Source: an optimization exercise on an open RTL-to-GDS flow (aim: small area, a short achievable clock period and few clock cycles). Production flows keep margins and buffers that such runs may drop.
The RTL was checked by simulation tests, not by an equivalence proof against the original design.
Power figures rest on the tool's default switching activity, not on a simulated workload.

<file path="flow/config.mk">
export PLATFORM = sky130hd
export DESIGN_NAME = dram_responder
export DESIGN_NICKNAME = dram_responder
export VERILOG_FILES = /design/flow/design.v
export SDC_FILE = /design/flow/constraint.sdc
export NUM_CORES = 4
export LEC_CHECK = 0
export CAP_MARGIN = 20
export CORE_MARGIN = 2
export CORE_UTILIZATION = 60
export PLACE_DENSITY = 0.7
export SETUP_SLACK_MARGIN = 2.5
export SLEW_MARGIN = 20
export SYNTH_HIERARCHICAL = 1
export SYNTH_MINIMUM_KEEP_SIZE = 0
export TNS_END_PERCENT = 100
</file>
<file path="flow/constraint.sdc">
create_clock -name core_clock -period 5.5 [get_ports {clk}]
set_input_delay 1.1000 -clock core_clock [delete_from_list [all_inputs] [get_ports {clk}]]
set_output_delay 1.1000 -clock core_clock [all_outputs]
set_load 0.01 [all_outputs]
</file>
<file path="flow/design.v">
package dram_responder_pkg;
    localparam logic [7:0] HOST_CMD_LOAD = 8'h01;
    localparam logic [7:0] HOST_CMD_DUMP = 8'h02;
    typedef enum logic [2:0] {
        S_CMD,
        S_ADDR,
        S_LEN,
        S_LOAD,
        S_DUMP_RD,
        S_DUMP_TX
    } host_state_e;
    function automatic logic [8:0] len_to_cnt(input logic [7:0] len);
        len_to_cnt = (len == 8'd0) ? 9'd256 : {1'b0, len};
    endfunction
endpackage
module dram_responder_sp_sram (
    input  logic       clk,
    input  logic       rst,
    input  logic        we_i,
    input  logic        rsel_i,
    input  logic        wsel_i,
    input  logic [7:0]  caddr_i,
    input  logic [15:0] plo_i,
    input  logic [15:0] phi_i,
    input  logic [7:0]  wdata_i,
    input  logic       re_i,
    output logic [7:0] rdata_o
);
    logic [15:0] lo_n, hi_n, wlo_n, whi_n;
    dram_responder_pdec  u_dec_lo  (.a_i(caddr_i[3:0]), .p_i(plo_i), .sel_i(rsel_i), .y_no(lo_n));
    dram_responder_pdec  u_dec_hi  (.a_i(caddr_i[7:4]), .p_i(phi_i), .sel_i(rsel_i), .y_no(hi_n));
    dram_responder_pdece u_dec_wlo (.a_i(caddr_i[3:0]), .p_i(plo_i), .sel_i(wsel_i), .en_i(we_i),
                                    .y_no(wlo_n));
    dram_responder_pdec  u_dec_whi (.a_i(caddr_i[7:4]), .p_i(phi_i), .sel_i(wsel_i), .y_no(whi_n));
    logic [15:0] wlo_nq, whi_nq;
    logic [7:0]  wd_q;
    always_ff @(posedge clk) begin
        wlo_nq <= wlo_n;
        whi_nq <= whi_n;
        wd_q   <= wdata_i;
    end
    logic [255:0] rsel, wen;
    logic [7:0]   mem_q [256];
    for (genvar i = 0; i < 256; i++) begin : g_word
        dram_responder_nor2 u_wen  (.a(wlo_nq[i % 16]), .b(whi_nq[i / 16]), .y(wen[i]));
        dram_responder_nor2 u_rsel (.a(lo_n[i % 16]), .b(hi_n[i / 16]), .y(rsel[i]));
        always_ff @(posedge clk) begin
            if (wen[i]) mem_q[i] <= wd_q;
        end
    end
    logic hit;
    dram_responder_hit u_hit (.lo_ni(lo_n), .hi_ni(hi_n), .wlo_ni(wlo_nq), .whi_ni(whi_nq), .hit_o(hit));
    logic [7:0] t3 [8];
    for (genvar b = 0; b < 8; b++) begin : g_bit
        logic [31:0] t1;
        logic [15:0] t2_n;
        for (genvar i = 0; i < 32; i++) begin : g_t1
            dram_responder_ao8 u (
                .w({mem_q[8*i+7][b], mem_q[8*i+6][b], mem_q[8*i+5][b], mem_q[8*i+4][b],
                    mem_q[8*i+3][b], mem_q[8*i+2][b], mem_q[8*i+1][b], mem_q[8*i][b]}),
                .s(rsel[8*i +: 8]), .y(t1[i]));
        end
        for (genvar i = 0; i < 16; i++) begin : g_t2
            dram_responder_nor2 u (.a(t1[2*i]), .b(t1[2*i+1]), .y(t2_n[i]));
        end
        for (genvar i = 0; i < 8; i++) begin : g_t3
            dram_responder_nand2 u (.a(t2_n[2*i]), .b(t2_n[2*i+1]), .y(t3[b][i]));
        end
    end
    logic [3:0] part_d [8];
    logic [3:0] part_q [8];
    logic [7:0] rd;
    for (genvar b = 0; b < 8; b++) begin : g_part
        for (genvar i = 0; i < 4; i++) begin : g_p
            dram_responder_nor2 u (.a(t3[b][2*i]), .b(t3[b][2*i+1]), .y(part_d[b][i]));
        end
        always_ff @(posedge clk) begin
            part_q[b] <= part_d[b];
        end
        assign rd[b] = !(&part_q[b]);
    end
    logic       use_q;
    logic [7:0] alt_q;
    always_ff @(posedge clk or posedge rst) begin
        if (rst) begin
            use_q <= 1'b0;
            alt_q <= '0;
        end else begin
            use_q <= re_i && !hit;
            alt_q <= re_i ? wd_q : rdata_o;
        end
    end
    assign rdata_o = use_q ? rd : alt_q;
endmodule
module dram_responder_pdec (
    input  logic [3:0]  a_i,
    input  logic [15:0] p_i,
    input  logic        sel_i,
    output logic [15:0] y_no
);
    logic [3:0] d01, d23;
    logic       nsel;
    assign nsel = !sel_i;
    dram_responder_dec2 u_d01 (.a_i(a_i[1:0]), .y_o(d01));
    dram_responder_dec2 u_d23 (.a_i(a_i[3:2]), .y_o(d23));
    for (genvar k = 0; k < 16; k++) begin : g_line
        dram_responder_a32oi u (.a1(nsel), .a2(d01[k % 4]), .a3(d23[k / 4]), .b1(sel_i), .b2(p_i[k]),
                                .y(y_no[k]));
    end
endmodule
module dram_responder_dec2 (
    input  logic [1:0] a_i,
    output logic [3:0] y_o
);
    always_comb begin
        for (int k = 0; k < 4; k++) y_o[k] = (a_i == 2'(k));
    end
endmodule
module dram_responder_a32oi (
    input  logic a1, a2, a3, b1, b2,
    output logic y
);
    assign y = !((a1 && a2 && a3) || (b1 && b2));
endmodule
module dram_responder_pdece (
    input  logic [3:0]  a_i,
    input  logic [15:0] p_i,
    input  logic        sel_i,
    input  logic        en_i,
    output logic [15:0] y_no
);
    always_comb begin
        for (int k = 0; k < 16; k++) y_no[k] = !(en_i && (sel_i ? p_i[k] : (a_i == 4'(k))));
    end
endmodule
module dram_responder_nor2 (
    input  logic a, b,
    output logic y
);
    assign y = !(a || b);
endmodule
module dram_responder_ao8 (
    input  logic [7:0] w,
    input  logic [7:0] s,
    output logic       y
);
    assign y = |(w & s);
endmodule
module dram_responder_nor3 (
    input  logic a, b, c,
    output logic y
);
    assign y = !(a || b || c);
endmodule
module dram_responder_hit (
    input  logic [15:0] lo_ni,
    input  logic [15:0] hi_ni,
    input  logic [15:0] wlo_ni,
    input  logic [15:0] whi_ni,
    output logic        hit_o
);
    assign hit_o = |(~lo_ni & ~wlo_ni) && |(~hi_ni & ~whi_ni);
endmodule
module dram_responder_nand2 (
    input  logic a, b,
    output logic y
);
    assign y = !(a && b);
endmodule
module dram_responder (
    input  logic       clk,
    input  logic       rst,
    input  logic [7:0] dram_addr,
    input  logic [7:0] dram_din,
    input  logic       dram_write,
    output logic [7:0] dram_dout,
    input  logic       cpu_idle,
    output logic       host_busy,
    input  logic [7:0] host_in_data,
    input  logic       host_in_valid,
    output logic       host_in_ready,
    output logic [7:0] host_out_data,
    output logic       host_out_valid,
    input  logic       host_out_ready,
    output logic       cmd_err
);
    logic       busy_q, s_addr_q, s_len_q, s_load_q, s_dump_q;
    logic       rdy_q;       
    logic       dump_q;      
    logic       last_q;      
    logic [7:0] ptr_q;       
    logic [15:0] plo_q, phi_q;   
    logic [7:0] cnt_q;       
    logic       stall_q, err_q;
    logic       busy_a_q, idle_w_q;
    logic in_ready, in_fire, out_fire, cmd_ok, is_dump, stall, step, fin;
    logic [7:0] cnt_dec;
    assign in_ready = (cpu_idle && !busy_q) || rdy_q;
    assign in_fire  = host_in_valid && in_ready;
    assign out_fire = s_dump_q && host_out_ready;
    assign is_dump  = (host_in_data == dram_responder_pkg::HOST_CMD_DUMP);
    assign cmd_ok   = (host_in_data == dram_responder_pkg::HOST_CMD_LOAD) || is_dump;
    assign stall    = !busy_q && host_in_valid && !cpu_idle;
    assign cnt_dec  = cnt_q - 8'd1;
    assign step     = (s_load_q && host_in_valid) || out_fire;
    assign fin      = last_q && step;
    always_ff @(posedge clk or posedge rst) begin
        if (rst) begin
            busy_q   <= 1'b0;
            s_addr_q <= 1'b0;
            s_len_q  <= 1'b0;
            s_load_q <= 1'b0;
            s_dump_q <= 1'b0;
            rdy_q    <= 1'b0;
            stall_q  <= 1'b0;
            err_q    <= 1'b0;
        end else begin
            stall_q <= stall;
            err_q   <= (!busy_q && in_fire && !cmd_ok) || (stall && !stall_q) || (busy_q && dram_write);
            if (!busy_q) begin
                if (in_fire && cmd_ok) begin
                    busy_q   <= 1'b1;
                    s_addr_q <= 1'b1;
                    rdy_q    <= 1'b1;
                end
            end else if (s_addr_q) begin
                if (host_in_valid) begin
                    s_addr_q <= 1'b0;
                    s_len_q  <= 1'b1;
                end
            end else if (s_len_q) begin
                if (host_in_valid) begin
                    s_len_q  <= 1'b0;
                    s_load_q <= !dump_q;
                    s_dump_q <= dump_q;
                    rdy_q    <= !dump_q;
                end
            end else if (fin) begin
                busy_q   <= 1'b0;
                s_load_q <= 1'b0;
                s_dump_q <= 1'b0;
                rdy_q    <= 1'b0;
            end
        end
    end
    logic [7:0] ptr_d;
    always_comb begin
        ptr_d = ptr_q;
        if (s_addr_q && host_in_valid) begin
            ptr_d = host_in_data;
        end else if (step || (s_len_q && host_in_valid && dump_q)) begin
            ptr_d = ptr_q + 8'd1;
        end
    end
    logic busy_d;
    always_comb begin
        busy_d = busy_q;
        if (!busy_q) busy_d = in_fire && cmd_ok;
        else if (!s_addr_q && !s_len_q && fin) busy_d = 1'b0;
    end
    always_ff @(posedge clk) begin
        busy_a_q <= busy_d;
        idle_w_q <= !busy_d;
        if (!busy_q) begin
            dump_q <= is_dump;
        end
        ptr_q <= ptr_d;
        plo_q <= 16'b1 << ptr_d[3:0];
        phi_q <= 16'b1 << ptr_d[7:4];
        if (s_len_q && host_in_valid) begin
            cnt_q  <= host_in_data;
            last_q <= (host_in_data == 8'd1);
        end else if (step) begin
            cnt_q  <= cnt_dec;
            last_q <= (cnt_dec == 8'd1);
        end
    end
    logic       mem_we, mem_re;
    logic [7:0] mem_wdata, mem_rdata;
    assign mem_we    = idle_w_q ? dram_write : (s_load_q && host_in_valid);
    assign mem_wdata = idle_w_q ? dram_din : host_in_data;
    assign mem_re    = !s_dump_q || host_out_ready;
    dram_responder_sp_sram u_ram (
        .clk    (clk),
        .rst    (rst),
        .we_i   (mem_we),
        .rsel_i (busy_a_q),
        .wsel_i (!idle_w_q),
        .caddr_i(dram_addr),
        .plo_i  (plo_q),
        .phi_i  (phi_q),
        .wdata_i(mem_wdata),
        .re_i   (mem_re),
        .rdata_o(mem_rdata)
    );
    assign dram_dout      = mem_rdata;
    assign host_out_data  = mem_rdata;
    assign host_out_valid = s_dump_q;
    assign host_in_ready  = in_ready;
    assign host_busy      = busy_q;
    assign cmd_err        = err_q;
endmodule
</file>
<file path="flow/flow/run.sh">
#!/bin/bash
# The standard layout (standard.sh, with the standard synthesis), except
# that the input and output port buffers are plain buffers
# (sky130_fd_sc_hd__buf_4) instead of the delay cell buffer_ports picks by
# default. Every port still gets its own buffer.
set -euo pipefail
bash standard.sh "BUFFER_PORTS_ARGS=-buffer_cell sky130_fd_sc_hd__buf_4" finish > standard.log 2>&1
</file>
<file path="flow/standard.sh">
#!/bin/bash
# synth_recipe.tcl (not shown) runs the flow's synth.tcl, then flattens the netlist and writes it again
# the make line also repeats each setting of config.mk as NAME=value (left out here)
make -C /OpenROAD-flow-scripts/flow DESIGN_CONFIG=/design/flow/config.mk WORK_HOME=/design/flow/orfs CLKGATE_MAP_FILE= SYNTH_SCRIPT=/design/flow/synth_recipe.tcl "${@:-finish}"
</file>
==> metrics.csv, run 1 <==
stage;metric;value;unit
run_status;outcome;complete, no violations;
timing;tns;0;ns
worst_setup_path;crit_arrival;2.02;ns
power_and_ir_drop;fin_total_pwr;32500;uW
placement;io_buffers;49;
worst_setup_path;start_kind;flip-flop;
grt;grt_max_degree;182;
timing;hold_viol_final;0;
yosys;synth_largest_area_cell;edfxtp_1;
layout;syn2layout_area_growth;13.8;%
worst_setup_path;reg2reg_from;busy_a_q;
yosys;synth_ff_type;edfxtp_1;
floorplan;design.die.area;135000;um^2
placement;place_ws;1.08;ns
clocking;root_buffer;clkbuf_16;
layout;layout.area.seq;64600;um^2
timing;maxSlewHeadroom;0.159;
layout;multiInputGateArea;15100;um^2
clocking;clk_latency;0.84;ns
yosys;ys_async_sr_fraction;0.00777;
drt;firstDrtPassIters;6;
timing;setup_viol;0;
timing;rsz0062_at_grt;yes;
drt;routed_wl;221000;um
timing;slew_viol_final;0;
timing;fin_skew;0.0255;ns
grt;antenna_found_initial;12;
worst_setup_path;worstPathMaxFanout;6;
worst_setup_path;crit_path_end_kind;primary output;
placement;gp_congestion;0.899;
worst_setup_path;worstSetupPathType;reg -> out;
yosys;synth_seq_area_share;0.813;
clocking;cts_buffers;207;
grt;overflow;0;
yosys;synthTopCellsByArea;edfxtp_1 (78%), a22oi_1 (9.8%), nor2_1 (3.4%);
floorplan;top_level_ports;50;
power_and_ir_drop;peakVddDrop;376;uV
grt;grt_pass1_wl;316000;um
floorplan;dieWidth;368;um
timing;period_share;0.568;
run;maxCapViolations;0;
timing;finalCriticalPeriod;3.12;ns
clocking;cts_max_level;4;
clocking;cts_hold_buffers;0;
layout;fill_cells;8309;
drt;dr_total_vias;48000;
floorplan;coreArea;131000;um^2
drt;via_per_inst;6.96;
timing;fmax;320;MHz
clocking;path_clk_slew;0.06;ns
yosys;synth_most_common_cell;edfxtp_1;
placement;dp.cells;6447;
placement;dpl.hpwl;132000;um
yosys;synth_fp_nets;4630;
yosys;syn_area;79400;um^2
worst_setup_path;worst-r2r-cell-count;12;
drt;drc;0;
drt;drtIter0Drc;8277;
yosys;syn_inst;4597;
floorplan;initial_core_util;0.604;
floorplan;num_rows;133;
worst_setup_path;r2r_setup_slack;2.48;ns
timing;tightest_slew;1.26;ns
worst_setup_path;worstPathRequired;4.40;ns
layout;nets;4974;
floorplan;die_y;368;um
yosys;synthTopCellsByCount;edfxtp_1 (2058), a22oi_1 (1036), nor2_1 (716), nand4_1 (257), dfxtp_1 (114);
grt;grtUsageTotal;0.324;
yosys;synth_seq_cells;2189;
yosys;synth_top_area_frac;0.779;
power_and_ir_drop;power_density;360;nW/um^2
drt;drtAntennaViolNets;0;
clocking;cts.sinks;2189;
clocking;clockBufferDepth;3;
layout;drive_gt1_frac;0.124;
layout;finalNonFillerCells;6889;
yosys;syn_area_per_cell;17.3;um^2
yosys;yosysUniqueCellTypes;72;
timing;holdWs;0.255;ns
yosys;synth_enable_flop_cells;2058;
clocking;cts_tree;built;
timing;finalWorstSetupSlack;2.38;ns
worst_setup_path;reg2reg_to;u_ram.part_q[4][2];
yosys;yosys_warnings;16;
hold_path;hp-class;in -> async;
grt;grt_pass1_vias;45400;
power_and_ir_drop;leakage;0.0276;uW
drt;wire_per_inst;32.0;um
## placed cells by master (no fill, tap or decap), drive strengths merged, types with 6 or more instances in the layout
master       n
o211ai       7
nand3        6
a32oi       52
and4         9
dfxtp      114
nor3        26
and2b        6
clkinvlp    10
xnor2        7
a22oi     1039
nand4      257
clkinv      92
nor2b        7
diode       13
o221ai      11
edfxtp    2058
o22ai        8
a21oi       21
mux2         9
clkbuf     268
buf        159
dfrtp       17
bufinv      13
inv         22
nand2       96
nor2       716
and2         9
o21ai       10
nand2b      15
## power by group
part | switching (uW) | internal, uW | leakage (uW)
logic | 281 | 43.8 | 0.00468
registers | 49.7 | 18200 | 0.0196
clock network | 6090 | 7840 | 0.00327
total | 6420 | 26100 | 0.0276
## routing by layer
layer / track usage / share of wire
met1: 0.476 / 0.39
met2: 0.473 / 0.45
met3: 0.0825 / 0.12
met4: 0.125 / 0.037
met5: 0 / 0.00019
## repair_timing
item | CTS | global route
buffers inserted | 34 | 3
endpoints found under the setup margin | 49 | 40
gates resized for setup | 88 | 39
pin swaps | 17 | 11
gates cloned | 2 | 0
## cell families (layout without fill, tap and decap cells)
| kind of cell | after synthesis | in the layout | synth area share |
|---|---|---|---|
| fa+ha+maj | 3 | 3 | 0.000473 |
| buf+inv | 41 | 565 | 0.00330 |
| other cells | 0 | 13 | 0 |
| mux | 12 | 12 | 0.00186 |
| flops | 2189 | 2189 | 0.813 |
| compound gates | 1173 | 1173 | 0.112 |
| simple gates | 1170 | 1170 | 0.0681 |
| xor+xnor | 9 | 9 | 0.000993 |
## how the worst max path moves through the flow
| stage | start | endpoint | slack, ns | depth (start not counted) |
|---|---|---|---|---|
| floorplan | busy_a_q | u_ram.part_q[0][0] | 2.52 | 8 |
| global placement | dram_addr[0] | u_ram.part_q[2][0] | 1.13 | 10 |
| detailed placement | dram_addr[0] | u_ram.part_q[5][0] | 1.08 | 10 |
| CTS | u_ram.use_q | dram_dout[5] | 2.37 | 3 |
| global route | u_ram.use_q | host_out_data[5] | 2.33 | 4 |
| finish | u_ram.use_q | dram_dout[0] | 2.38 | 4 |
## Yosys stat by module, one instance, submodules excluded
module / copies in the design / cell area, um^2 / cells inside / flip-flops and latches
dram_responder_a32oi: 48 / 8.76 / 1 / 0
dram_responder_nor2: 672 / 3.75 / 1 / 0
dram_responder: 1 / 2740 / 271 / 60
dram_responder_sp_sram: 1 / 63600 / 2185 / 2129
dram_responder_ao8: 256 / 36.3 / 5 / 0
dram_responder_hit: 1 / 159 / 21 / 0
dram_responder_dec2: 6 / 26.3 / 4 / 0
dram_responder_pdece: 1 / 245 / 29 / 0
dram_responder_nand2: 64 / 3.75 / 1 / 0
dram_responder_pdec: 3 / 3.75 / 1 / 0
## through the flow
| stage | instance area [um^2] | util |
|---|---|---|
| floorplan | 79400 | - |
| global placement | 82700 | 0.630 |
| detailed placement | 82700 | 0.630 |
| CTS | 90100 | 0.687 |
| global route | 90300 | 0.688 |
| finish | 90300 | 0.688 |
## sequential cells by signal (all words and copies together), names as in the netlist
name / flops
u_ram.part_q: 32
u_ram.wlo_nq: 16
err_q: 1
stall_q: 1
u_ram.use_q: 1
cnt_q: 8
u_ram.mem_q: 2048
s_len_q: 1
s_load_q: 1
idle_w_q: 1
u_ram.alt_q: 8
busy_a_q: 1
dump_q: 1
u_ram.wd_q: 8
ptr_q: 8
u_ram.whi_nq: 16
s_dump_q: 1
plo_q: 16
busy_q: 1
rdy_q: 1
phi_q: 16
s_addr_q: 1
last_q: 1
## worst max-delay path: stages, from the launching register on
cell and delay, ns:
dfrtp_4 0.55, buf_8 0.17, nor2_1 0.21, a21oi_4 0.10, buf_4 0.16
## area by class of cell
class	count	share of cell area
antenna	13	0.000360
clock buffer	268	0.0623
clock inverter	121	0.0112
inverter	16	0.000790
multi-input combinational	2367	0.168
sequential	2189	0.715
tap	1755	0.0243
timing repair buffer	160	0.0180
Testbench counts, summed over its fixed seeds: cycles 22,524.
==> run 2, diff against run 1 <==
--- a/flow/design.v
+++ b/flow/design.v
@@ -70,5 +70,4 @@
     logic [3:0] part_d [8];
     logic [3:0] part_q [8];
-    logic [7:0] rd;
     for (genvar b = 0; b < 8; b++) begin : g_part
         for (genvar i = 0; i < 4; i++) begin : g_p
@@ -78,18 +77,32 @@
             part_q[b] <= part_d[b];
         end
-        assign rd[b] = !(&part_q[b]);
     end
-    logic       use_q;
-    logic [7:0] alt_q;
+    logic use_d;
+    assign use_d = re_i && !hit;
+    for (genvar b = 0; b < 8; b++) begin : g_out
+        dram_responder_obit u (.clk(clk), .rst(rst), .part_i(part_q[b]), .use_i(use_d),
+                               .re_i(re_i), .wd_i(wd_q[b]), .q_o(rdata_o[b]));
+    end
+endmodule
+module dram_responder_obit (
+    input  logic       clk,
+    input  logic       rst,
+    input  logic [3:0] part_i,
+    input  logic       use_i,
+    input  logic       re_i,
+    input  logic       wd_i,
+    output logic       q_o
+);
+    logic use_q, alt_q;
     always_ff @(posedge clk or posedge rst) begin
         if (rst) begin
             use_q <= 1'b0;
-            alt_q <= '0;
+            alt_q <= 1'b0;
         end else begin
-            use_q <= re_i && !hit;
-            alt_q <= re_i ? wd_q : rdata_o;
+            use_q <= use_i;
+            alt_q <= re_i ? wd_i : q_o;
         end
     end
-    assign rdata_o = use_q ? rd : alt_q;
+    assign q_o = use_q ? !(&part_i) : alt_q;
 endmodule
 module dram_responder_pdec (
==> run 2 against run 1 <==
  * Still clean on timing, DRC and antenna
  * Critical path type is now in -> reg
  * Sequential cell count increased by 7
  * Cell area decreased by 0.37%
  * First-iteration DRC count increased by 1.3%
  * Synthesized cell count increased by 0.35%
  * Clock power about the same
  * Critical path depth increased by 6
  * Sequential share of layout area increased by 0.45 points
  * Largest power group unchanged
  * Maximum frequency increased by 4.2%
  * Worst hold slack improved by 0.015 ns
  * Largest cell class unchanged
==> metrics.csv, run 2 <==
stage;metric;value;unit;change
timing;period_share;0.545;;was 0.568
grt;grt_pass1_vias;44900;;was 45400
layout;final_common_cell;edfxtp_1;;unchanged
power_and_ir_drop;leakage;0.0275;uW;was 0.0276 uW
power_and_ir_drop;power_density;359;nW/um^2;was 360 nW/um^2
timing;tightest_slew;1.16;ns;was 1.26 ns
power_and_ir_drop;switching_share;0.194;;was 0.198
yosys;synth_largest_area_cell;edfxtp_1;;unchanged
grt;antenna_found_initial;15;;was 12
drt;wire_per_inst;31.8;um;was 32.0 um
worst_setup_path;worstSetupPathType;in -> reg;;was reg -> out
drt;drtAntennaViolNets;0;;unchanged
floorplan;top_level_ports;50;;unchanged
placement;io_buffers;49;;unchanged
floorplan;coreArea;132000;um^2;was 131000 um^2
worst_setup_path;crit_path_end_kind;flip-flop;;was primary output
clocking;clk_latency;0.84;ns;about the same
drt;dr.max_layer_used;met5;;unchanged
worst_setup_path;worstPathMaxFanout;12;;was 6
worst_setup_path;cp_num_buf_inv;2;;unchanged
worst_setup_path;crit_family;simple AND/OR/NAND/NOR gates;;was flip-flops
grt;overflow;0;;unchanged
timing;rsz0062_at_grt;yes;;unchanged
clocking;clockBufferDepth;3;;unchanged
layout;largest_reg_flops;2048;;unchanged
timing;setup_viol;0;;unchanged
placement;dpl.hpwl;132000;um;about the same
drt;routed_wl;219000;um;was 221000 um
timing;slew_viol_final;0;;unchanged
power_and_ir_drop;fin_total_pwr;32300;uW;was 32500 uW
worst_setup_path;path_cells;buf_4, and2b_2, a32oi_4, buf_6, nor2_1, a22oi_1, nand4_1, nor2_1, nand2_1, nor2_1;;was buf_8, nor2_1, a21oi_4, buf_4
worst_setup_path;crit_path_top_delay_cell;a32oi_4;;was dfrtp_4
run_status;outcome;complete, no violations;;unchanged
timing;fmax;334;MHz;was 320 MHz
yosys;synth_ff_type;edfxtp_1;;unchanged
layout;final_cell_mix;edfxtp_1 (2058), a22oi_1 (1033), nor2_1 (704);;was edfxtp_1 (2058), a22oi_1 (1035), nor2_1 (689)
yosys;synth_seq_area_share;0.813;;about the same
worst_setup_path;worstPathRequired;6.25;ns;was 4.40 ns
clocking;root_buffer;clkbuf_16;;unchanged
yosys;syn_inst;4613;;was 4597
clocking;cts_tree;built;;unchanged
power_and_ir_drop;seqPwrFrac;0.566;;was 0.562
power_and_ir_drop;clkPwrFrac;0.424;;was 0.428
clocking;cts_buffers;209;;was 207
power_and_ir_drop;p_int;26100;uW;about the same
clocking;path_clk_slew;0.06;ns;about the same
yosys;syn_area;79600;um^2;was 79400 um^2
drt;dr_wl_met3;27200;um;was 27500 um
power_and_ir_drop;peakVddDrop;304;uV;was 376 uV
run;maxCapViolations;0;;unchanged
timing;maxSlewHeadroom;0.229;;was 0.159
layout;syn2layout_area_growth;13.1;%;was 13.8%
floorplan;dieWidth;368;um;about the same
drt;routed-wl-met2;99100;um;was 99200 um
layout;top_regs;u_ram.mem_q (2048), u_ram.part_q (32);;unchanged
yosys;synth_fp_nets;4646;;was 4630
layout;regMostFlops;u_ram.mem_q;;unchanged
yosys;synth_most_common_cell;edfxtp_1;;unchanged
clocking;cts_hold_buffers;0;;unchanged
power_and_ir_drop;pwr-share-comb;0.010;;about the same
floorplan;num_rows;133;;unchanged
yosys;syn_area_per_cell;17.2;um^2;was 17.3 um^2
grt;grtUsageTotal;0.320;;was 0.324
worst_setup_path;crit_path_max_incr_delay;0.48;ns;was 0.55 ns
drt;dr_total_vias;47700;;was 48000
drt;via_per_inst;6.94;;was 6.96
yosys;synthTopCellsByArea;edfxtp_1 (78%), a22oi_1 (9.8%), nor2_1 (3.4%);;unchanged
yosys;synthTopCellsByCount;edfxtp_1 (2058), a22oi_1 (1036), nor2_1 (716), nand4_1 (257), dfxtp_1 (114);;unchanged
timing;fin_skew;0.0313;ns;was 0.0255 ns
yosys;yosysUniqueCellTypes;73;;was 72
worst_setup_path;start_kind;input port;;was flip-flop
yosys;ys_async_sr_fraction;0.0109;;was 0.00777
power_and_ir_drop;power.switching;6270;uW;was 6420 uW
placement;dp.cells;6469;;was 6447
placement;gp_congestion;0.899;;about the same
timing;hold_viol_final;0;;unchanged
grt;grt_max_degree;192;;was 182
grt;grt_pass1_wl;312000;um;was 316000 um
yosys;synth_top_area_frac;0.777;;was 0.779
layout;drive_gt1_frac;0.114;;was 0.124
timing;finalCriticalPeriod;3.00;ns;was 3.12 ns
timing;holdWs;0.270;ns;was 0.255 ns
layout;fill_cells;8490;;was 8309
floorplan;die_y;368;um;about the same
drt;drtIter0Drc;8381;;was 8277
clocking;cts.sinks;2196;;was 2189
yosys;yosys_warnings;17;;was 16
worst_setup_path;crit_arrival;3.75;ns;was 2.02 ns
floorplan;design.die.area;136000;um^2;was 135000 um^2
drt;firstDrtPassIters;6;;unchanged
drt;wl_met1;83000;um;was 85700 um
worst_setup_path;crit_path_frequent_cell;nor2_1;;
layout;fin_util;0.684;;was 0.688
yosys;synth_seq_cells;2196;;was 2189
drt;drc;0;;unchanged
hold_path;hp-class;in -> async;;unchanged
floorplan;initial_core_util;0.604;;about the same
timing;tns;0;ns;unchanged
yosys;synth_enable_flop_cells;2058;;unchanged
layout;nets;4972;;was 4974
clocking;cts_max_level;4;;unchanged
layout;finalNonFillerCells;6873;;was 6889
==> run 2: cell count changes after synthesis, sizes merged <==
cell,delta
inv,+7
or2b,+8
nand2b,-8
o221ai,-7
or3b,+7
o211ai,+7
dfrtp,+7
buf,-5
==> run 2: layout make-up <==
cell class / instances / area (um^2) / area share
sequential: 2196 / 64800 / 0.720
multi-input combinational: 2374 / 15100 / 0.168
clock buffer: 280 / 5680 / 0.0631
tap: 1755 / 2200 / 0.0244
timing repair buffer: 135 / 1270 / 0.0142
clock inverter: 106 / 832 / 0.00925
inverter: 23 / 93.8 / 0.00104
antenna: 4 / 10.0 / 0.000111
==> run 2: worst register-to-register path, delay by kind of cell (launching register included) <==
kind,cells,cell delay (ns)
AND/OR/NAND/NOR,5,1.03
buffers and inverters,4,0.95
AO/OA/AOI/OAI,2,0.56
flip-flops,1,0.35
==> run 2: cell families (layout without fill, tap and decap cells) <==
logic type                 count (synthesis)  in the layout  synth area share
muxes                                     12             12           0.00186
buffers and inverters                     43            544           0.00303
and+or+nand+nor                         1177           1177            0.0689
AOI/OAI and AO/OA                       1173           1173             0.112
other                                      0              4                 0
xor gates and xnor gates                   9              9          0.000991
DFF                                     2196           2196             0.813
adders and majority gates                  3              3          0.000472
==> run 2: per-module statistics from Yosys (local to each module, per instance) <==
| module | area, um^2 | flops+latches | times used |
|---|---|---|---|
| dram_responder | 2740 | 60 | 1 |
| dram_responder_a32oi | 8.76 | 0 | 48 |
| dram_responder_ao8 | 36.3 | 0 | 256 |
| dram_responder_dec2 | 26.3 | 0 | 6 |
| dram_responder_hit | 159 | 0 | 1 |
| dram_responder_nand2 | 3.75 | 0 | 64 |
| dram_responder_nor2 | 3.75 | 0 | 672 |
| dram_responder_obit | 104 | 2 | 8 |
| dram_responder_pdec | 3.75 | 0 | 3 |
| dram_responder_pdece | 245 | 0 | 1 |
| dram_responder_sp_sram | 63000 | 2120 | 1 |
==> run 2: metal layers <==
metal	up-vias	GRT usage
met1	24000	0.461
met5	-	0
met2	3337	0.475
met4	6	0.128
met3	507	0.0784
li1	19800	-
==> run 2: stage by stage <==
stage,instance area [um^2],setup WS (ns)
after floorplan,79700,2.52
final,90000,2.50
after global routing,90000,2.47
after CTS,89900,2.52
after global placement,83000,1.24
after detailed placement,83000,1.18
==> run 2: path summary, 6_finish.rpt <==
path,from,endpoint,slack (ns),cells after the start
worst max-delay path,dram_addr[2],u_ram.part_q[0][1],2.50,10
worst min-delay path,rst,u_ram.g_out[1].u.alt_q,0.27,2
worst max register to register,busy_a_q,u_ram.part_q[1][0],2.51,11
worst min register to register,phi_q[5],u_ram.whi_nq[5],0.43,1
max in group asynchronous,rst,stall_q,4.87,2
min in group core_clock,phi_q[5],u_ram.whi_nq[5],0.43,1
==> run 2: repair_timing <==
action / 4_1_cts / 5_1_grt
setup endpoints to repair: 56 / 30
pin swaps: 4 / 2
cloned: 0 / 0
resized for setup: 61 / 32
setup buffers: 14 / 0
hold endpoints to repair: 0 / 0
==> run 2: power groups by stage <==
stage	combinational [uW]	clock [uW]	sequential, uW
2_1_floorplan	31.1	0	18800
3_3_place_gp	315	0	18700
3_5_place_dp	327	0	18700
4_1_cts	325	13800	18300
5_1_grt	346	14500	18300
6_report	323	13700	18300
Testbench counts of run 2, summed over its fixed seeds: cycles 22,524.
==> run 3, diff against run 2 <==
--- a/flow/config.mk
+++ b/flow/config.mk
@@ -9,4 +9,6 @@
 export CORE_MARGIN = 2
 export CORE_UTILIZATION = 60
+export CTS_CLUSTER_DIAMETER = 100
+export CTS_CLUSTER_SIZE = 30
 export PLACE_DENSITY = 0.7
 export SETUP_SLACK_MARGIN = 2.5
==> run 3 against run 2 <==
  * Largest cell class unchanged
  * Sequential power hardly changed
  * Register-to-register slack better by 0.02 ns
  * Count of clock-buffer cells in the layout is 142 lower
  * Critical path type unchanged
  * Final cell count is 3.5% lower
  * Clock power is 44% lower
  * Sequential share of layout area is 3.4 points higher
  * First-iteration DRC count is 5.7% lower
  * Sequential cell count stayed put
  * Synthesized cell count stayed put
  * Power is 19% lower
  * Critical path depth stayed put
==> metrics.csv, run 3 <==
stage;metric;value;unit;change
drt;dr_total_vias;46600;;was 47700
timing;fmax;332;MHz;was 334 MHz
layout;top_regs;u_ram.mem_q (2048), u_ram.part_q (32);;unchanged
drt;drtIter0Drc;7905;;was 8381
hold_path;hp-class;in -> async;;unchanged
yosys;syn_area_per_cell;17.2;um^2;unchanged
grt;use_met2;0.469;;was 0.475
run;maxCapViolations;0;;unchanged
worst_setup_path;cp_num_buf_inv;2;;unchanged
placement;dpl.hpwl;132000;um;unchanged
grt;met3_usage;0.0705;;was 0.0784
clocking;cts_hold_buffers;0;;unchanged
yosys;ys_async_sr_fraction;0.0109;;unchanged
worst_setup_path;r2r_setup_slack;2.53;ns;was 2.51 ns
clocking;clockBufferDepth;3;;unchanged
worst_setup_path;path_cells;buf_4, and2b_2, a32oi_4, buf_6, nor2_1, a22oi_1, nand4_1, nor2_1, nand2_1, nor2_1;;unchanged
worst_setup_path;cp.depth;10;;unchanged
grt;antenna_found_initial;14;;was 15
clocking;cts_buffers;83;;was 209
run_status;outcome;complete, no violations;;unchanged
worst_setup_path;worstPathRequired;6.16;ns;was 6.25 ns
placement;gp_congestion;0.899;;unchanged
yosys;synth_enable_flop_cells;2058;;unchanged
power_and_ir_drop;leakage;0.0254;uW;was 0.0275 uW
yosys;synth_largest_area_cell;edfxtp_1;;unchanged
yosys;synthTopCellsByCount;edfxtp_1 (2058), a22oi_1 (1036), nor2_1 (716), nand4_1 (257), dfxtp_1 (114);;unchanged
drt;drtAntennaViolNets;0;;unchanged
clocking;cts_tree;built;;unchanged
placement;io_buffers;49;;unchanged
grt;grt.busiest_layer;met2;;unchanged
yosys;synth_most_common_cell;edfxtp_1;;unchanged
power_and_ir_drop;fin_total_pwr;26300;uW;was 32300 uW
worst_setup_path;crit_arrival;3.67;ns;was 3.75 ns
yosys;synth_top_area_frac;0.777;;unchanged
grt;grt_max_degree;192;;unchanged
yosys;synth_ff_type;edfxtp_1;;unchanged
layout;syn2layout_area_growth;7.93;%;was 13.1%
layout;drive_gt1_frac;0.0806;;was 0.114
timing;maxSlewHeadroom;0.208;;was 0.229
yosys;synth_fp_nets;4646;;unchanged
layout;regMostFlops;u_ram.mem_q;;unchanged
yosys;syn_inst;4613;;unchanged
worst_setup_path;crit_path_end_kind;flip-flop;;unchanged
layout;largest_reg_flops;2048;;unchanged
timing;holdWs;0.340;ns;was 0.270 ns
grt;grt_pass1_vias;43400;;was 44900
layout;final_common_cell;edfxtp_1;;unchanged
floorplan;num_rows;133;;unchanged
clocking;root_buffer;clkbuf_16;;unchanged
drt;via_per_inst;7.02;;was 6.94
floorplan;coreArea;132000;um^2;unchanged
floorplan;initial_core_util;0.604;;unchanged
worst_setup_path;crit_path_max_incr_delay;0.40;ns;was 0.48 ns
grt;grtUsageTotal;0.313;;was 0.320
worst_setup_path;reg2reg_to;u_ram.part_q[7][1];;was u_ram.part_q[1][0]
timing;tightest_slew;1.19;ns;was 1.16 ns
floorplan;top_level_ports;50;;unchanged
power_and_ir_drop;power_density;307;nW/um^2;was 359 nW/um^2
grt;grt_pass1_wl;305000;um;was 312000 um
grt;grtUsageMet1;0.456;;was 0.461
drt;drc;0;;unchanged
yosys;syn_area;79600;um^2;unchanged
clocking;path_clk_slew;0.11;ns;was 0.06 ns
worst_setup_path;crit_path_frequent_cell;nor2_1;;unchanged
yosys;synth_seq_cells;2196;;unchanged
layout;final_cell_mix;edfxtp_1 (2058), a22oi_1 (1033), nor2_1 (700);;was edfxtp_1 (2058), a22oi_1 (1033), nor2_1 (704)
worst_setup_path;crit_path_top_delay_cell;buf_6;;was a32oi_4
drt;routed_wl;214000;um;was 219000 um
clocking;cts.sinks;2196;;unchanged
timing;tns;0;ns;unchanged
worst_setup_path;worstSetupPathType;in -> reg;;unchanged
floorplan;dieWidth;368;um;unchanged
timing;finalCriticalPeriod;3.01;ns;was 3.00 ns
yosys;synthTopCellsByArea;edfxtp_1 (78%), a22oi_1 (9.8%), nor2_1 (3.4%);;unchanged
timing;slew_viol_final;0;;unchanged
floorplan;design.die.area;136000;um^2;unchanged
worst_setup_path;crit_family;simple AND/OR/NAND/NOR gates;;unchanged
layout;fill_cells;8936;;was 8490
yosys;yosysUniqueCellTypes;73;;unchanged
timing;fin_skew;0.0342;ns;was 0.0313 ns
yosys;synth_seq_area_share;0.813;;unchanged
yosys;yosys_warnings;17;;unchanged
timing;hold_viol_final;0;;unchanged
worst_setup_path;start_kind;input port;;unchanged
timing;period_share;0.547;;was 0.545
worst_setup_path;reg2reg_from;busy_a_q;;unchanged
placement;dp.cells;6469;;unchanged
layout;nets;4848;;was 4972
worst_setup_path;worst-r2r-cell-count;11;;unchanged
layout;finalNonFillerCells;6633;;was 6873
power_and_ir_drop;peakVddDrop;242;uV;was 304 uV
timing;rsz0062_at_grt;yes;;unchanged
grt;overflow;0;;unchanged
clocking;cts_max_level;3;;was 4
timing;setup_viol;0;;unchanged
drt;wire_per_inst;32.3;um;was 31.8 um
clocking;clk_latency;0.75;ns;was 0.84 ns
drt;firstDrtPassIters;6;;unchanged
worst_setup_path;worstPathMaxFanout;17;;was 12
floorplan;die_y;368;um;unchanged
## run 3: cell counts after synthesis
Identical to the previous run, type by type.
## run 3: logic make-up after synthesis
| kind of cell | Yosys count | synth area share |
|---|---|---|
| flip-flops | 2196 | 0.813 |
| adder cells (fa/ha/maj) | 3 | 0.000472 |
| multiplexers | 12 | 0.00186 |
| AO/OA/AOI/OAI | 1173 | 0.112 |
| buffers and inverters | 43 | 0.00303 |
| XOR/XNOR | 9 | 0.000991 |
| AND/OR/NAND/NOR | 1177 | 0.0689 |
## run 3: cell type report
cell class / count / area [um^2] / share of cell area
inverter: 23 / 93.8 / 0.00109
tap: 1755 / 2200 / 0.0256
sequential: 2196 / 64800 / 0.754
clock inverter: 8 / 88.8 / 0.00103
multi-input combinational: 2374 / 15100 / 0.176
timing repair buffer: 137 / 1310 / 0.0152
antenna: 2 / 5.00 / 0.0000583
clock buffer: 138 / 2300 / 0.0268
## run 3: metal layers
layer	routed length (um)	share of wire	up-vias
li1	-	-	19500
met1	81500	0.38	23500
met2	97700	0.46	3149
met3	26700	0.12	403
met4	8500	0.040	12
met5	72	0.00034	-
## run 3: Yosys stat by module (local to each module, per instance), excerpt
module	flops+latches	area (um^2)	cells
dram_responder_a32oi	0	8.76	1
dram_responder_pdece	0	245	29
dram_responder_obit	2	104	10
dram_responder_pdec	0	3.75	1
dram_responder_hit	0	159	21
dram_responder_sp_sram	2120	63000	2121
## run 3: worst max-delay path by stage
stage | start | to
floorplan | dram_addr[4] | u_ram.part_q[0][2]
global placement | dram_addr[2] | u_ram.part_q[2][1]
detailed placement | dram_addr[2] | u_ram.part_q[0][1]
CTS | u_ram.part_q[2][1] | dram_dout[2]
global route | busy_a_q | u_ram.g_out[6].u.use_q
finish | dram_addr[2] | u_ram.part_q[7][1]
## run 3: what timing repair did
| action | 4_1_cts | 5_1_grt |
|---|---|---|
| setup buffers | 13 | 3 |
| setup endpoints to repair | 56 | 33 |
| pin swaps | 5 | 3 |
| gates resized for setup | 51 | 34 |
## run 3: where the power goes
group / switching, uW / leakage (uW) / internal, uW
registers: 50.6 / 0.0197 / 18200
logic: 278 / 0.00459 / 43.4
clock network: 4780 / 0.00114 / 2950
## run 3: stage by stage
stage          utilization  cell area [um^2]  worst slack, ns
3_3_place_gp         0.631             83000             1.24
5_1_grt              0.652             85900             2.50
2_1_floorplan            -             79700             2.52
4_1_cts              0.651             85700             2.50
6_report             0.652             85900             2.49
3_5_place_dp         0.631             83000             1.18
==> run 4, diff against run 3 <==
--- a/flow/config.mk
+++ b/flow/config.mk
@@ -9,8 +9,8 @@
 export CORE_MARGIN = 2
 export CORE_UTILIZATION = 60
-export CTS_CLUSTER_DIAMETER = 100
-export CTS_CLUSTER_SIZE = 30
+export CTS_CLUSTER_DIAMETER = 90
+export CTS_CLUSTER_SIZE = 25
 export PLACE_DENSITY = 0.7
-export SETUP_SLACK_MARGIN = 2.5
+export SETUP_SLACK_MARGIN = 2.65
 export SLEW_MARGIN = 20
 export SYNTH_HIERARCHICAL = 1
==> run 4 against run 3 <==
  * Setup slack better by 0.10 ns
  * Register-to-register slack gained 0.12 ns
  * Worst hold slack worse by 0.0010 ns
  * Combinational power about the same
  * Sequential cell count stayed put
  * Routed wire length is 0.49% higher
  * Final cell count increased by 0.75%
  * Synthesized cell count did not move
  * Critical path type unchanged
  * Non-clock buffer count up 16
  * Via count rose by 0.62%
  * Synthesized area unchanged
==> metrics.csv, run 4 <==
stage;metric;value;unit;change
yosys;yosys_warnings;17;;unchanged
floorplan;top_level_ports;50;;unchanged
worst_setup_path;worst-r2r-cell-count;10;;was 11
drt;dr_total_vias;46800;;was 46600
grt;grt_pass1_vias;43700;;was 43400
layout;final_common_cell;edfxtp_1;;unchanged
clocking;cts_tree;built;;unchanged
yosys;synth_seq_cells;2196;;unchanged
run_status;outcome;complete, no violations;;unchanged
timing;rsz0062_at_grt;yes;;unchanged
floorplan;design.die.area;136000;um^2;unchanged
yosys;synth_top_family_by_area;compound AO/OA/AOI/OAI gates;;unchanged
hold_path;hp-class;in -> async;;unchanged
timing;fin_skew;0.0362;ns;was 0.0342 ns
timing;fmax;344;MHz;was 332 MHz
drt;drc;0;;unchanged
yosys;synthTopCellsByArea;edfxtp_1 (78%), a22oi_1 (9.8%), nor2_1 (3.4%);;unchanged
yosys;synth_enable_flop_cells;2058;;unchanged
power_and_ir_drop;leakage;0.0258;uW;was 0.0254 uW
worst_setup_path;crit_path_frequent_cell;nor2_1;;unchanged
floorplan;initial_core_util;0.604;;unchanged
timing;slew_viol_final;0;;unchanged
layout;top_regs;u_ram.mem_q (2048), u_ram.part_q (32);;unchanged
worst_setup_path;reg2reg_to;u_ram.part_q[7][1];;unchanged
drt;drtAntennaViolNets;0;;unchanged
worst_setup_path;start_kind;input port;;unchanged
layout;nets;4879;;was 4848
drt;drtIter0Drc;8247;;was 7905
worst_setup_path;crit_arrival;3.55;ns;was 3.67 ns
worst_setup_path;worstPathMaxFanout;8;;was 17
timing;finalCriticalPeriod;2.91;ns;was 3.01 ns
power_and_ir_drop;peakVddDrop;390;uV;was 242 uV
layout;final_cell_mix;edfxtp_1 (2058), a22oi_1 (1025), nor2_1 (675);;was edfxtp_1 (2058), a22oi_1 (1033), nor2_1 (700)
yosys;synth_top_area_frac;0.777;;unchanged
yosys;synthTopCellsByCount;edfxtp_1 (2058), a22oi_1 (1036), nor2_1 (716), nand4_1 (257), dfxtp_1 (114);;unchanged
layout;drive_gt1_frac;0.0945;;was 0.0806
grt;antenna_found_initial;17;;was 14
yosys;synth_most_common_cell;edfxtp_1;;unchanged
grt;grt_pass1_wl;306000;um;was 305000 um
timing;maxSlewHeadroom;0.223;;was 0.208
yosys;ys_async_sr_fraction;0.0109;;unchanged
yosys;yosysUniqueCellTypes;73;;unchanged
worst_setup_path;crit_path_max_incr_delay;0.58;ns;was 0.40 ns
yosys;synth_fp_nets;4646;;unchanged
worst_setup_path;path_cells;buf_4, nor2b_2, a32oi_4, buf_12, buf_4, nor2_1, a22oi_1, nand4_1, nor2_1, nand2_1, nor2_1;;was buf_4, and2b_2, a32oi_4, buf_6, nor2_1, a22oi_1, nand4_1, nor2_1, nand2_1, nor2_1
layout;fill_cells;8843;;was 8936
drt;via_per_inst;7.01;;was 7.02
drt;routed_wl;216000;um;was 214000 um
timing;setup_viol;0;;unchanged
placement;dpl.hpwl;132000;um;unchanged
power_and_ir_drop;fin_total_pwr;27000;uW;was 26300 uW
clocking;cts.sinks;2196;;unchanged
drt;firstDrtPassIters;9;;was 6
yosys;syn_area;79600;um^2;unchanged
worst_setup_path;r2r_setup_slack;2.65;ns;was 2.53 ns
layout;fin_util;0.659;;was 0.652
layout;largest_reg_flops;2048;;unchanged
drt;wire_per_inst;32.2;um;was 32.3 um
layout;syn2layout_area_growth;9.08;%;was 7.93%
placement;io_buffers;49;;unchanged
grt;grtUsageTotal;0.313;;about the same
worst_setup_path;worstPathRequired;6.14;ns;was 6.16 ns
floorplan;dieWidth;368;um;unchanged
layout;regMostFlops;u_ram.mem_q;;unchanged
yosys;synth_largest_area_cell;edfxtp_1;;unchanged
power_and_ir_drop;power_density;311;nW/um^2;was 307 nW/um^2
clocking;clk_latency;0.77;ns;was 0.75 ns
yosys;synthAdderAreaFrac;0.000472;;unchanged
clocking;cts_buffers;98;;was 83
timing;period_share;0.529;;was 0.547
timing;tns;0;ns;unchanged
clocking;cts_max_level;3;;unchanged
floorplan;num_rows;133;;unchanged
grt;overflow;0;;unchanged
timing;hold_viol_final;0;;unchanged
worst_setup_path;cp-endpoint;u_ram.part_q[2][0];;was u_ram.part_q[7][1]
yosys;synth_seq_area_share;0.813;;unchanged
yosys;synthSimpleGateAreaFrac;0.0689;;unchanged
timing;tightest_slew;1.17;ns;was 1.19 ns
run;maxCapViolations;0;;unchanged
worst_setup_path;cp.depth;11;;was 10
yosys;synth_ff_type;edfxtp_1;;unchanged
placement;gp_congestion;0.899;;unchanged
yosys;synthMuxAreaShare;0.00186;;unchanged
grt;grt_max_degree;192;;unchanged
yosys;syn_area_per_cell;17.2;um^2;unchanged
worst_setup_path;reg2reg_from;busy_a_q;;unchanged
worst_setup_path;worstSetupPathType;in -> reg;;unchanged
worst_setup_path;crit_family;simple AND/OR/NAND/NOR gates;;unchanged
yosys;synth_xor_area_frac;0.000991;;unchanged
clocking;clockBufferDepth;3;;unchanged
floorplan;die_y;368;um;unchanged
worst_setup_path;cp_num_buf_inv;3;;was 2
timing;holdWs;0.339;ns;was 0.340 ns
floorplan;coreArea;132000;um^2;unchanged
clocking;path_clk_slew;0.10;ns;was 0.11 ns
yosys;syn_inst;4613;;unchanged
worst_setup_path;crit_path_top_delay_cell;nor2_1;;was buf_6
worst_setup_path;cp-startpoint;dram_addr[2];;unchanged
clocking;root_buffer;clkbuf_16;;unchanged
clocking;cts_hold_buffers;0;;unchanged
worst_setup_path;crit_path_end_kind;flip-flop;;unchanged
yosys;synth_compound_area_frac;0.112;;unchanged
run 4: worst min path at each step:
stage | from | end | cells after the start
floorplan | phi_q[0] | u_ram.whi_nq[0] | 1
global placement | phi_q[13] | u_ram.whi_nq[13] | 1
detailed placement | phi_q[5] | u_ram.whi_nq[5] | 1
CTS | rst | u_ram.g_out[6].u.alt_q | 2
global route | rst | u_ram.g_out[6].u.alt_q | 2
finish | rst | u_ram.g_out[6].u.alt_q | 2
run 4: layout make-up:
| type | count | area, um^2 | share of cell area |
|---|---|---|---|
| well taps | 1755 | 2200 | 0.0253 |
| clock buffers | 168 | 2760 | 0.0318 |
| repair buffers | 153 | 1560 | 0.0179 |
| flip-flops and latches | 2196 | 64800 | 0.746 |
| diodes | 7 | 17.5 | 0.000202 |
| multi-input cells | 2374 | 15300 | 0.176 |
| clock inverters | 7 | 105 | 0.00121 |
| inverters | 23 | 93.8 | 0.00108 |
run 4: power breakdown:
| group | switching [uW] | internal [uW] | leakage [uW] | total, uW |
|---|---|---|---|---|
| clock | 4930 | 3470 | 0.00136 | 8400 |
| sequential | 50.4 | 18200 | 0.0197 | 18300 |
| combinational | 280 | 43.5 | 0.00475 | 324 |
run 4: per-stage QoR:
step	setup WS, ns	cells	area (um^2)
finish	2.59	6683	86800
CTS	2.63	6665	86400
global route	2.59	6676	86800
detailed placement	1.18	6469	83000
floorplan	2.52	4613	79700
global placement	1.24	6469	83000
run 4: modules after synthesis, one instance, submodules excluded, excerpt:
module / cell area [um^2] / cells inside / times used / flip-flops and latches
dram_responder: 2740 / 271 / 1 / 60
dram_responder_a32oi: 8.76 / 1 / 48 / 0
dram_responder_ao8: 36.3 / 5 / 256 / 0
dram_responder_dec2: 26.3 / 4 / 6 / 0
dram_responder_hit: 159 / 21 / 1 / 0
dram_responder_nand2: 3.75 / 1 / 64 / 0
dram_responder_obit: 104 / 10 / 8 / 2
dram_responder_sp_sram: 63000 / 2121 / 1 / 2120
run 4: logic make-up (layout without fill, tap and decap cells):
family,count (synthesis),in the layout
DFF,2196,2196
and+or+nand+nor,1177,1177
AOI/OAI and AO/OA,1173,1173
buffers and inverters,43,351
muxes,12,12
xor gates and xnor gates,9,9
adders and majority gates,3,3
other,0,7
run 4: per-layer routing:
metal	part of all wire	up-vias	track usage
met5	0.00036	-	0
met4	0.039	12	0.117
met3	0.13	447	0.0684
met2	0.46	3263	0.470
met1	0.38	23600	0.456
li1	-	19600	-
run 4: repair_timing:
action | in CTS | in global routing
buffers inserted | 21 | 9
pin swaps | 18 | 10
endpoints found under the setup margin | 57 | 47
gates resized for setup | 107 | 69
cloned | 0 | 2
==> run 5, diff against run 4 <==
--- a/flow/design.v
+++ b/flow/design.v
@@ -18,5 +18,5 @@
     input  logic       rst,
     input  logic        we_i,
-    input  logic        rsel_i,
+    input  logic        rsel_d_i,
     input  logic        wsel_i,
     input  logic [7:0]  caddr_i,
@@ -28,6 +28,8 @@
 );
     logic [15:0] lo_n, hi_n, wlo_n, whi_n;
-    dram_responder_pdec  u_dec_lo  (.a_i(caddr_i[3:0]), .p_i(plo_i), .sel_i(rsel_i), .y_no(lo_n));
-    dram_responder_pdec  u_dec_hi  (.a_i(caddr_i[7:4]), .p_i(phi_i), .sel_i(rsel_i), .y_no(hi_n));
+    dram_responder_pdecr u_dec_lo  (.clk(clk), .a_i(caddr_i[3:0]), .p_i(plo_i), .sel_d_i(rsel_d_i),
+                                    .y_no(lo_n));
+    dram_responder_pdecr u_dec_hi  (.clk(clk), .a_i(caddr_i[7:4]), .p_i(phi_i), .sel_d_i(rsel_d_i),
+                                    .y_no(hi_n));
     dram_responder_pdece u_dec_wlo (.a_i(caddr_i[3:0]), .p_i(plo_i), .sel_i(wsel_i), .en_i(we_i),
                                     .y_no(wlo_n));
@@ -122,4 +124,24 @@
     end
 endmodule
+module dram_responder_pdecr (
+    input  logic        clk,
+    input  logic [3:0]  a_i,
+    input  logic [15:0] p_i,
+    input  logic        sel_d_i,
+    output logic [15:0] y_no
+);
+    logic [3:0] d01, d23;
+    logic       sel_q, nsel_q;
+    always_ff @(posedge clk) begin
+        sel_q  <= sel_d_i;
+        nsel_q <= !sel_d_i;
+    end
+    dram_responder_dec2 u_d01 (.a_i(a_i[1:0]), .y_o(d01));
+    dram_responder_dec2 u_d23 (.a_i(a_i[3:2]), .y_o(d23));
+    for (genvar k = 0; k < 16; k++) begin : g_line
+        dram_responder_a32oi u (.a1(nsel_q), .a2(d01[k % 4]), .a3(d23[k / 4]), .b1(sel_q),
+                                .b2(p_i[k]), .y(y_no[k]));
+    end
+endmodule
 module dram_responder_dec2 (
     input  logic [1:0] a_i,
@@ -206,5 +228,5 @@
     logic [7:0] cnt_q;       
     logic       stall_q, err_q;
-    logic       busy_a_q, idle_w_q;
+    logic       idle_w_q;
     logic in_ready, in_fire, out_fire, cmd_ok, is_dump, stall, step, fin;
     logic [7:0] cnt_dec;
@@ -273,5 +295,4 @@
     end
     always_ff @(posedge clk) begin
-        busy_a_q <= busy_d;
         idle_w_q <= !busy_d;
         if (!busy_q) begin
@@ -298,5 +319,5 @@
         .rst    (rst),
         .we_i   (mem_we),
-        .rsel_i (busy_a_q),
+        .rsel_d_i(busy_d),
         .wsel_i (!idle_w_q),
         .caddr_i(dram_addr),
--- a/flow/config.mk
+++ b/flow/config.mk
@@ -9,8 +9,6 @@
 export CORE_MARGIN = 2
 export CORE_UTILIZATION = 60
-export CTS_CLUSTER_DIAMETER = 90
-export CTS_CLUSTER_SIZE = 25
 export PLACE_DENSITY = 0.7
-export SETUP_SLACK_MARGIN = 2.65
+export SETUP_SLACK_MARGIN = 2.5
 export SLEW_MARGIN = 20
 export SYNTH_HIERARCHICAL = 1
==> run 5 against run 4 <==
  * Synthesized cell count hardly changed
  * Critical path type unchanged
  * Critical path depth is 1 lower
  * Sequential power is 4% higher
  * Maximum frequency is 3.3% lower
  * Critical endpoint is now u_ram.part_q[7][2]
  * Clock skew is 0.0040 ns higher
==> metrics.csv, run 5 <==
stage;metric;value;unit;change
drt;drtIter0Drc;7156;;was 8247
worst_setup_path;worstSetupPathType;in -> reg;;unchanged
power_and_ir_drop;p_int;27000;uW;was 21700 uW
power_and_ir_drop;fin_total_pwr;34700;uW;was 27000 uW
worst_setup_path;worstPathRequired;6.26;ns;was 6.14 ns
yosys;synth_ff_type;edfxtp_1;;unchanged
layout;syn2layout_area_growth;13.2;%;was 9.08%
yosys;synth_seq_cells;2199;;was 2196
worst_setup_path;worstPathMaxFanout;17;;was 8
clocking;cts_tree;built;;unchanged
worst_setup_path;crit_path_end_kind;flip-flop;;unchanged
placement;dpl.hpwl;131000;um;was 132000 um
run_status;outcome;complete, no violations;;unchanged
yosys;syn_area;79600;um^2;about the same
layout;final_common_cell;edfxtp_1;;unchanged
yosys;yosysUniqueCellTypes;69;;was 73
power_and_ir_drop;power.switching;7630;uW;was 5260 uW
hold_path;hp-class;in -> async;;unchanged
yosys;synth_xor_area_frac;0.00110;;was 0.000991
floorplan;dieWidth;368;um;about the same
yosys;syn_inst;4617;;was 4613
yosys;synth_enable_flop_cells;2058;;unchanged
yosys;synth_seq_area_share;0.813;;about the same
yosys;ys_async_sr_fraction;0.0109;;about the same
placement;postPlaceCellArea;83100;um^2;was 83000 um^2
placement;gp_congestion;0.891;;was 0.899
yosys;synthSimpleGateAreaFrac;0.0688;;was 0.0689
layout;final_cell_mix;edfxtp_1 (2058), a22oi_1 (1036), nor2_1 (695);;was edfxtp_1 (2058), a22oi_1 (1025), nor2_1 (675)
yosys;synth_top_family_by_area;compound AO/OA/AOI/OAI gates;;unchanged
timing;fmax;332;MHz;was 344 MHz
drt;via_per_inst;6.91;;was 7.01
yosys;syn_area_per_cell;17.2;um^2;about the same
floorplan;design.die.area;136000;um^2;about the same
timing;period_share;0.547;;was 0.529
layout;top_regs;u_ram.mem_q (2048), u_ram.part_q (32);;unchanged
yosys;synthMuxAreaShare;0.00185;;was 0.00186
timing;tightest_slew;1.23;ns;was 1.17 ns
power_and_ir_drop;pwr-share-comb;0.050;;was 0.012
clocking;path_clk_slew;0.06;ns;was 0.10 ns
layout;nets;4984;;was 4879
layout;regMostFlops;u_ram.mem_q;;unchanged
layout;drive_gt1_frac;0.116;;was 0.0945
yosys;synth_most_common_cell;edfxtp_1;;unchanged
floorplan;num_rows;133;;unchanged
yosys;synthAdderAreaFrac;0.000471;;was 0.000472
floorplan;top_level_ports;50;;unchanged
clocking;cts_buffers;206;;was 98
drt;dr_total_vias;47600;;was 46800
layout;fin_util;0.685;;was 0.659
clocking;clockBufferDepth;3;;unchanged
clocking;cts.sinks;2199;;was 2196
power_and_ir_drop;switching_share;0.220;;was 0.195
power_and_ir_drop;peakVddDrop;396;uV;was 390 uV
placement;io_buffers;49;;unchanged
grt;grtUsageTotal;0.316;;was 0.313
grt;grt_max_degree;160;;was 192
layout;fill_cells;8417;;was 8843
power_and_ir_drop;power_density;385;nW/um^2;was 311 nW/um^2
clocking;clk_latency;0.84;ns;was 0.77 ns
drt;firstDrtPassIters;6;;was 9
floorplan;initial_core_util;0.605;;was 0.604
timing;tns;0;ns;unchanged
timing;finalWorstSetupSlack;2.49;ns;was 2.59 ns
power_and_ir_drop;seqPwrFrac;0.552;;was 0.677
yosys;synth_compound_area_frac;0.112;;about the same
drt;drtAntennaViolNets;0;;unchanged
power_and_ir_drop;clkPwrFrac;0.398;;was 0.311
power_and_ir_drop;leakage;0.0275;uW;was 0.0258 uW
timing;maxSlewHeadroom;0.177;;was 0.223
worst_setup_path;start_kind;input port;;unchanged
run;maxCapViolations;0;;unchanged
grt;overflow;0;;unchanged
grt;grt_pass1_vias;45100;;was 43700
floorplan;die_y;368;um;about the same
timing;rsz0062_at_grt;yes;;unchanged
drt;wire_per_inst;31.3;um;was 32.2 um
clocking;root_buffer;clkbuf_16;;unchanged
yosys;yosys_warnings;18;;was 17
yosys;synth_top_area_frac;0.776;;was 0.777
timing;hold_viol_final;0;;unchanged
yosys;synthTopCellsByCount;edfxtp_1 (2058), a22oi_1 (1036), nor2_1 (712), nand4_1 (257), dfxtp_1 (117);;was edfxtp_1 (2058), a22oi_1 (1036), nor2_1 (716), nand4_1 (257), dfxtp_1 (114)
worst_setup_path;crit_arrival;3.77;ns;was 3.55 ns
timing;fin_skew;0.0402;ns;was 0.0362 ns
layout;layout.area.seq;64800;um^2;about the same
yosys;synthTopCellsByArea;edfxtp_1 (78%), a22oi_1 (9.8%), nor2_1 (3.4%);;unchanged
layout;largest_reg_flops;2048;;unchanged
layout;final_area;90200;um^2;was 86800 um^2
grt;grt_pass1_wl;309000;um;was 306000 um
grt;antenna_found_initial;12;;was 17
drt;drc;0;;unchanged
timing;setup_viol;0;;unchanged
layout;multiInputGateArea;15100;um^2;was 15300 um^2
drt;routed_wl;216000;um;about the same
yosys;synth_fp_nets;4650;;was 4646
placement;place_ws;1.28;ns;was 1.18 ns
clocking;cts_max_level;4;;was 3
timing;finalCriticalPeriod;3.01;ns;was 2.91 ns
timing;slew_viol_final;0;;unchanged
floorplan;coreArea;132000;um^2;unchanged
yosys;synth_largest_area_cell;edfxtp_1;;unchanged
run 5: metal layers:
metal	GRT usage	vias to the layer above	part of all wire
li1	-	19900	-
met1	0.460	24100	0.39
met2	0.466	3086	0.45
met3	0.0812	477	0.12
met4	0.117	20	0.036
met5	0	-	0.00065
run 5: per-module statistics from Yosys, one instance, submodules excluded:
| module | flip-flops and latches | area [um^2] | times used |
|---|---|---|---|
| dram_responder_sp_sram | 2120 | 63000 | 1 |
| dram_responder | 59 | 2720 | 1 |
| dram_responder_pdece | 0 | 245 | 1 |
| dram_responder_hit | 0 | 159 | 1 |
| dram_responder_obit | 2 | 104 | 8 |
| dram_responder_pdecr | 2 | 43.8 | 2 |
| dram_responder_ao8 | 0 | 36.3 | 256 |
| dram_responder_dec2 | 0 | 26.3 | 6 |
| dram_responder_a32oi | 0 | 8.76 | 48 |
| dram_responder_nand2 | 0 | 3.75 | 64 |
| dram_responder_nor2 | 0 | 3.75 | 672 |
| dram_responder_pdec | 0 | 3.75 | 1 |
run 5: critical path, stage by stage:
cell and delay, ns:
buf_4 0.16, and2b_2 0.32, a32oi_4 0.18, buf_4 0.55, nor2_1 0.28, a22oi_1 0.39
nand4_1 0.17, nor2_1 0.31, nand2_1 0.17, nor2_1 0.10
run 5: cell families after synthesis:
logic type      after synthesis
xor+xnor                     10
buf+inv                      43
compound gates             1172
flops                      2199
fa+ha+maj                     3
simple gates               1178
mux                          12
run 5: final cells by class:
type | instances | share of cell area
antenna | 4 | 0.000111
clock inverter | 97 | 0.00938
inverter | 23 | 0.000999
multi-input combinational | 2375 | 0.168
tap | 1755 | 0.0244
timing repair buffer | 146 | 0.0146
sequential | 2199 | 0.719
clock buffer | 286 | 0.0636
run 5: repair_timing:
item / 4_1_cts / 5_1_grt
hold buffers: 0 / 0
resized for setup: 62 / 24
setup buffers: 17 / 4
endpoints found under the setup margin: 56 / 44
gates cloned: 0 / 0
pin swaps: 13 / 8
run 5: worst paths after layout:
check	slack, ns	startpoint	depth (start not counted)	end
min in group core_clock	0.43	phi_q[6]	1	u_ram.whi_nq[6]
worst max register to register	2.53	u_ram.u_dec_lo.nsel_q	9	u_ram.part_q[7][2]
max in group asynchronous	4.91	rst	2	busy_q
worst min register to register	0.43	phi_q[6]	1	u_ram.whi_nq[6]
worst min-delay path	0.25	rst	2	u_ram.g_out[7].u.use_q
worst max-delay path	2.49	dram_addr[0]	10	u_ram.part_q[7][2]
run 5: power groups by stage:
stage / clock, uW / combinational, uW / sequential (uW)
6_report: 13800 / 1730 / 19100
5_1_grt: 14500 / 1820 / 19100
4_1_cts: 13900 / 1660 / 19100
3_5_place_dp: 0 / 1560 / 19500
3_3_place_gp: 0 / 1530 / 19500
2_1_floorplan: 0 / 623 / 19400
run 5: per-stage QoR:
| step | hold slack (ns) | instances |
|---|---|---|
| 3_3_place_gp | 0.418 | 6475 |
| 6_report | 0.253 | 6885 |
| 3_5_place_dp | 0.423 | 6476 |
| 5_1_grt | 0.221 | 6881 |
| 2_1_floorplan | 0.406 | 4617 |
| 4_1_cts | 0.197 | 6876 |
Testbench counts of run 5, summed over its fixed seeds: cycles 22,524.

==> port drivers added, routing unchanged <==
Ports are ideal in the flow. The routed layouts listed here were re-timed in OpenROAD. Step 1 (the two cells are an assumption about what drives the block):
set clk [get_ports {clk}]
set_driving_cell -lib_cell sky130_fd_sc_hd__clkbuf_16 $clk
set_driving_cell -lib_cell sky130_fd_sc_hd__buf_2 [delete_from_list [all_inputs] $clk]
Step 2 times the ports against the registers' clock, not the clock port: input delays grow and output delays shrink by t, the midpoint of the rising clock arrivals with the driver on. a / b / c = ideal / step 1 / step 2; a / b = the first two.
| run | t, ns | setup WS [ns] | worst setup path after step 2 | slew at the worst register clock pin (ns) | pins driven straight from the clock port |
|---|---|---|---|---|---|
| run 1 | 0.908 | 2.378 / 2.298 / 1.657 | input to register | 0.07 / 0.07 | 1 |
| run 2 | 0.911 | 2.504 / 2.462 / 1.629 | input to register | 0.07 / 0.07 | 1 |
| run 3 | 0.820 | 2.492 / 2.443 / 1.709 | input to register | 0.12 / 0.12 | 1 |
| run 4 | 0.831 | 2.591 / 2.583 / 1.796 | input to register | 0.10 / 0.10 | 1 |
| run 5 | 0.903 | 2.492 / 2.425 / 1.646 | input to register | 0.07 / 0.07 | 1 |
After both steps every run listed still meets setup and hold. For run 2, which loses most, drivers alone change the setup slack by -0.042 ns; drivers and shift together by -0.875 ns.
